From an optimization exercise on the open Yosys and OpenROAD flow, aimed at small area, a short achievable clock period and few clock cycles per item; shortcuts taken in it are not production practice.
Function was checked by simulation only, so behaviour that the tests miss may differ from the original.
Power and IR drop assume default switching activity.

// wallace_mult
module wallace_mult (
	input  logic                  clk,
	input  logic                  rst_n,
	input  logic                  in_valid,
	input  wallace_pkg::operand_t a,
	input  wallace_pkg::operand_t b,
	output logic                  in_credit,
	output logic                  out_valid,
	output wallace_pkg::product_t product,
	input  logic                  out_credit
);
Size: ~1,600 cells after synthesis, ~300 flip-flops, about 70 I/O pins.
Settings: LEC_CHECK=0, ABC_AREA=1, CAP_MARGIN=20, CORE_MARGIN=2, CORE_UTILIZATION=40, CTS_CLUSTER_DIAMETER=80, CTS_CLUSTER_SIZE=30, SETUP_SLACK_MARGIN=1.8, SLEW_MARGIN=20; clock period 4.0 ns.
run.sh (not shown) runs the stock make flow with config.mk's settings and CLKGATE_MAP_FILE= SYNTH_SCRIPT=/design/flow/synth_recipe.tcl, a recipe that flattens the netlist after the stock synthesis.
The starting point finished with timing, DRC and antenna clean.
Testbench counts at the start, summed over its fixed seeds: cycles 3,232, items 3,200.
Edit:
--- a/flow/config.mk
+++ b/flow/config.mk
@@ -11 +11 @@
-export CORE_UTILIZATION = 40
+export CORE_UTILIZATION = 50
What happened: Setup slack gains 0.018 ns; power increases by 0.91%; non-clock buffer count rose by 3; wire length came out lower by about 4.4%; global-route usage rises by 3.3 points; first-iteration DRC count rises by about 24%; core utilization rises by 12 points; clock-buffer cell count came out lower by 3; sequential cell count stays the same; sequential power is about the same; sequential share of layout area is about the same.

* * *

wallace_mult, a different RTL version from the one above (not shown whole).
Size: roughly 1600 cells after synthesis, about 300 flip-flops, ~70 I/O pins, ~17000 µm² of cells after synthesis.
==> flow/design.v (excerpt) <==
module wallace_mult (
	input  logic                  clk,
	input  logic                  rst_n,
	input  logic                  in_valid,
	input  wallace_pkg::operand_t a,
	input  wallace_pkg::operand_t b,
	output logic                  in_credit,
	output logic                  out_valid,
	output wallace_pkg::product_t product,
	input  logic                  out_credit
);
	localparam int NS = 3;
	logic [NS-1:0] load;
	wallace_pkg::product_t sum_product;
	csa_layer u_csa (
		.clk  (clk),
		.en   (load),
		.a    (a),
		.b    (b),
		.product (sum_product)
	);
	result_buffer #(.NS(NS)) u_result_buffer (
		.clk        (clk),
		.rst_n      (rst_n),
		.in_valid   (in_valid),
		.push_data  (sum_product),
		.out_credit (out_credit),
		.load       (load),
		.out_valid  (out_valid),
		.product    (product),
		.in_credit  (in_credit)
	);
endmodule
clock: 4.0 ns
lec_check: 0
abc_area: 1
cap_margin: 20
core_margin: 2
core_utilization: 40
cts_cluster_diameter: 80
cts_cluster_size: 30
setup_slack_margin: 1.8
slew_margin: 20
The starting point finished clean.
Testbench counts at the start, summed over its fixed seeds: cycles 3,232, items 3,200.
Edit:
CORE_UTILIZATION = 55   (was 40)
Outcome: Die area came out lower by 27%. Total power came out lower by 1.9%. Wire length came out lower by 4.5%. Flip-flop and latch count does not change. Via count came out lower by 0.44%. Register-to-register slack is worse by 0.04 ns. Non-clock buffer count came out lower by 7. Final area came out lower by 2.4%.
Edit:
ABC_AREA = not set   (was 1)
CORE_UTILIZATION = 40   (was 55)
CTS_CLUSTER_DIAMETER = not set   (was 80)
CTS_CLUSTER_SIZE = not set   (was 30)
SETUP_SLACK_MARGIN = 2.0   (was 1.8)
After rerunning:
- cell count rose by 0.86%
- power rose by 18%
- first-iteration DRC count fell by 20%
Edit:
SETUP_SLACK_MARGIN = 1.6   (was 2.0)
Outcome:
- The changed run completed without violations
- worst hold slack improves by 0.021 ns
- cell count is lower by 8.7%
- maximum frequency came out lower by 7.0%
- flip-flop and latch count does not change
- cell area is lower by 12%
- via count is lower by 9.3%
- global-route usage falls by 1.5 points
- die area stays the same
- combinational power is lower by 25%
- clock-buffer cell count went up by 1
- setup slack got worse by 0.17 ns

* * *

Starting RTL as in the previous note.
==> flow/config.mk <==
export PLATFORM = sky130hd
export DESIGN_NAME = wallace_mult
export DESIGN_NICKNAME = wallace_mult
export VERILOG_FILES = /design/flow/design.v
export SDC_FILE = /design/flow/constraint.sdc
export NUM_CORES = 4
export LEC_CHECK = 0
export ABC_AREA = 1
export CAP_MARGIN = 20
export CORE_MARGIN = 2
export CORE_UTILIZATION = 40
export SETUP_SLACK_MARGIN = 2.0
export SLEW_MARGIN = 20
==> flow/constraint.sdc <==
create_clock -name core_clock -period 4.0 [get_ports {clk}]
set_input_delay 0.8000 -clock core_clock [delete_from_list [all_inputs] [get_ports {clk}]]
set_output_delay 0.8000 -clock core_clock [all_outputs]
set_load 0.01 [all_outputs]
Testbench counts at the start, summed over its fixed seeds: cycles 3,232, items 3,200.
Edit:
Settings changed: ABC_AREA 1 to default, CTS_CLUSTER_DIAMETER from default to 100, CTS_CLUSTER_SIZE from default to 40, SETUP_SLACK_MARGIN 2.0 to 1.8.
Effect: The changed run ran to the end with no violations; final cell count goes down by about a fifth; clock-buffer cell count goes down by 23; setup slack loses 0.045 ns; non-clock buffer count goes down by 3; die area goes down slightly.
Edit:
Settings changed: ABC_AREA from default to 1, CTS_CLUSTER_DIAMETER 100 to 80, CTS_CLUSTER_SIZE 40 to 30, PLACE_DENSITY from default to 0.75.
Outcome: Power shrinks slightly. Clock-buffer cell count grows by 5. Routed wire length grows by a little under a tenth. Global-route usage grows by 0.86 points. Utilization shrinks by 1.5 points. Via count grows by a little under a tenth.
Edit:
Settings changed: ABC_AREA 1 to default, PLACE_DENSITY 0.75 to default.
What happened: Setup slack gains 0.011 ns. Core utilization rises by 2.2 points. Non-clock buffer count went up by 84. Synthesized area came out lower by about 1.6%. Via count is lower by 8.1%. Final area came out higher by 2.8%. Clock power goes up by about 25%. Routed wire length decreases by about 6%.

* * *

job 4470:
wallace_mult, a different RTL version from the one above (not shown whole).
Size in the first run: ~1600 cells after synthesis, roughly 70 I/O pins.
clock: 4.0 ns
lec_check: 0
cap_margin: 20
core_margin: 2
core_utilization: 40
setup_slack_margin: 1.5
slew_margin: 20
Testbench counts of job 4470, summed over its fixed seeds: cycles 3,224, items 3,200.
> inputs changed (job 4470 -> job 1952)
Settings: SETUP_SLACK_MARGIN now 1.9, was 1.5.
==> run summary <==
Looking at final standard cell utilization of the core, job 1952 sits 7.3 points above job 4470. Delta (job 1952 minus job 4470): register fraction of the total cell area down 4.2 points; overall power consumption saw an increase. Note that the number of standard cells in the layout, taps in and fillers out recorded for job 1952 amounts to 1.05 times the value seen in job 4470. Going from job 4470 to job 1952, the fraction of the cycle the final worst path needs was found to have gone up by 2.7 points. Higher data-path buffer share of cell area in the final layout among job 4470 and job 1952: job 1952. Taking job 4470 as the reference, in job 1952 clock-buffer cell count fell about 30%; count of routing violations after the opening detailed-route iteration fell 4.3%; register-to-register slack rose 140 ps; setup slack fell 110 ps; maximum vdd drop fell about 17%. Result for job 4470 and job 1952: all clean.
Edits applied to the flow inputs when going from job 1952 to job 7596:
Settings: SETUP_SLACK_MARGIN now 1.7, was 1.9.
- Of job 1952 and job 7596, the run reporting the lower critical path depth was job 7596.
- Relative to job 1952, job 7596 improves detailed-route wire length.
- Taking job 1952 as the reference point, the met3 layer usage reported by global route of job 7596 falls by 1.3 points.
- Final antenna diode count, job 1952 and job 7596: higher on job 1952
- Job 7596 | status: complete | timing, DRC, antenna: pass
- Relative to job 1952, final worst-path cycle share decreased by 3.8 points in job 7596.
What job 2299 does differently from job 7596 at the input level:
Settings: putting TNS_END_PERCENT at 100 where nothing was set; swapping 1.7 for 1.8 in SETUP_SLACK_MARGIN.
Findings:
Lower count of clock-buffer cells in the layout was reported by job 2299, not job 7596.
Delta (job 2299 minus job 7596): sequential share of layout area shrank by 2.0 points, internal power rose by 3.6%.

* * *

Setup of run 1:
RTL: one of the versions met above, not the one the previous note started from.
Size in the first run: about 1,600 cells after synthesis, about 300 flip-flops.
Settings: LEC_CHECK=0, ABC_AREA=1, CAP_MARGIN=20, CORE_MARGIN=2, CORE_UTILIZATION=40, CTS_CLUSTER_DIAMETER=80, CTS_CLUSTER_SIZE=30, SETUP_SLACK_MARGIN=1.9, SLEW_MARGIN=20; clock period 4.0 ns.
Having completed the whole flow, run 1 delivered a layout that passed the timing, DRC and antenna checks.
Testbench counts of run 1, summed over its fixed seeds: cycles 3,232, items 3,200.
For run 2, these inputs were changed with respect to run 1:
- swapping 1.9 for 1.8 in SETUP_SLACK_MARGIN
- putting TNS_END_PERCENT at 20 where nothing was set
==> run summary <==
As of run 2, detailed route wirelength on metal3 had fallen by more than a quarter compared to run 1.
Between run 1 and run 2, total routing resource utilization after global routing is higher for run 1, run 2 comes in under that.
Between run 1 and run 2, first-pass iteration count of the detailed router is lower for run 1, run 2 comes in above that.
The final reports for run 2 and run 1 show register fraction of the total cell area higher in the former.
Delta (run 2 minus run 1): number of CTS-inserted buffers -2; met1 track demand over resource in global routing decreased by 0.93 points relative to the old numbers.
Sort run 1 and run 2 by via count asc -> top: run 2
Mean routed wirelength per cell (run 2 vs. run 1) decreases by a few percent
Looking at share of total power consumed by net switching, run 2 sits 0.68 points below run 1.
Part of the power in combinational logic for run 2: 2.1 points down relative to run 1
Detail-routed via count per cell, run 1 and run 2, higher one = run 1.
For run 3, these inputs were changed with respect to run 2:
- CTS_CLUSTER_DIAMETER: 80 -> unset
- TNS_END_PERCENT: 20 -> unset
- CTS_CLUSTER_SIZE: 30 -> unset
- ABC_AREA: 1 -> unset
--- outcome ---
- Run 3 reached the end of the flow, and the finished layout is clean on the timing, DRC and antenna checks.
- Summary: fmax, run 3 better than run 2
- Layout overhead on the synthesized area up 4.2 points in run 3 wrt run 2
- The die of run 3 is smaller than the one used in run 2.
- On worst hold path stage count, the higher figure sits with run 3, not run 2.
- Run comparison: run 2 top layer used by detailed routing met4; run 3 top layer used by detailed routing met5
- Logic gate share of total power on run 3 is down relative to run 2.
- Diff run 2 and run 3: wire length on met2 lower in run 3
Input changes introduced in run 4 (baseline for comparison: run 3):
- putting ABC_AREA at 1 where nothing was set
==> run summary <==
Run 4 completed; timing, DRC and antenna clean
In the reports for run 3 and run 4, the smaller areal power density over the cells belongs to run 4.
Cmp run 3 and run 4 / combinational power / higher: run 3
Summary of run 4 over run 3: global-route wire length before repair now larger; number of flip-flops and latches in the synthesized netlist comparable; total wire length after detailed routing now larger; post-synthesis sequential area ratio now smaller.
Inputs modified between run 4 and run 5:
- SETUP_SLACK_MARGIN: 1.8 -> 1.7
- CTS_CLUSTER_SIZE: unset -> 30
- CTS_CLUSTER_DIAMETER: unset -> 80
Notes after the runs:
- Going from run 4 to run 5, share of the clock period used by the worst path higher; headroom to the max-slew limit now smaller.
- Path type of the worst setup path = flip-flop to output pin: run 5; path type of the worst setup path = flip-flop to flip-flop: run 4
- Comparing run 4 and run 5, the higher number of cells upsized or downsized after cts is on run 4.
- Cmp run 5 vs run 4: number of nets at the end of the flow lower in run 5
- The power reported for run 5 is smaller than that of run 4 by 5.7%.
- Result: PASS for each of run 4 and run 5
- Minimum clock period: run 5 higher than run 4
- | clock-pin slew on the worst setup and hold paths | lower: run 4 |
- Run 5 has relative contribution of combinational cells to total power above what run 4 had.
- Detailed route, run 5 vs run 4: via total lower for run 5

re-timing with driven ports:
In the flow no input, the clock included, has a driving cell. The finished layouts below were timed again as built, in two steps. Step 1 assumes that a clkbuf_16 drives the clock port and a buf_2 every other input. Step 2 also shifts input and output timing later by t, the mid clock arrival at the registers, as if the neighbouring blocks saw the same clock. a / b / c = no drivers / after step 1 / after step 2; a / b = the first two.
| run | t (ns) | setup WS [ns] | worst setup path after step 2 |
|---|---|---|---|
| the first run of note 1 | 0.571 | 1.806 / 1.806 / 1.267 | input to register |
| the second run of note 1 | 0.558 | 1.823 / 1.783 / 1.321 | input to register |
| the first run of note 2 | 0.579 | 1.803 / 1.777 / 1.271 | input to register |
| the second run of note 2 | 0.565 | 1.761 / 1.761 / 1.336 | input to register |
| the third run of note 2 | 0.597 | 1.731 / 1.731 / 1.189 | input to register |
| the fourth run of note 2 | 0.583 | 1.560 / 1.560 / 1.144 | input to register |
| the first run of note 3 | 0.576 | 1.779 / 1.779 / 1.537 | input to register |
| the second run of note 3 | 0.556 | 1.733 / 1.701 / 1.210 | input to register |
| the third run of note 3 | 0.567 | 1.713 / 1.713 / 1.312 | input to register |
| the fourth run of note 3 | 0.582 | 1.724 / 1.724 / 1.219 | input to register |
| job 4470 | 0.574 | 1.464 / 1.488 / 0.914 | input to register |
| job 1952 | 0.557 | 1.357 / 1.351 / 0.794 | input to register |
| job 7596 | 0.557 | 1.507 / 1.483 / 0.926 | input to register |
| job 2299 | 0.559 | 1.519 / 1.513 / 0.954 | input to register |
| run 1 | 0.582 | 1.823 / 1.823 / 1.397 | input to register |
| run 2 | 0.583 | 1.654 / 1.604 / 1.202 | input to register |
| run 3 | 0.595 | 1.729 / 1.729 / 1.251 | input to register |
| run 4 | 0.581 | 1.780 / 1.780 / 1.245 | input to register |
| run 5 | 0.581 | 1.760 / 1.709 / 1.252 | input to register |
After both steps every run listed still meets setup and hold. For job 7596, which loses most, drivers alone change the setup slack by -0.024 ns; drivers and shift together by -0.581 ns.
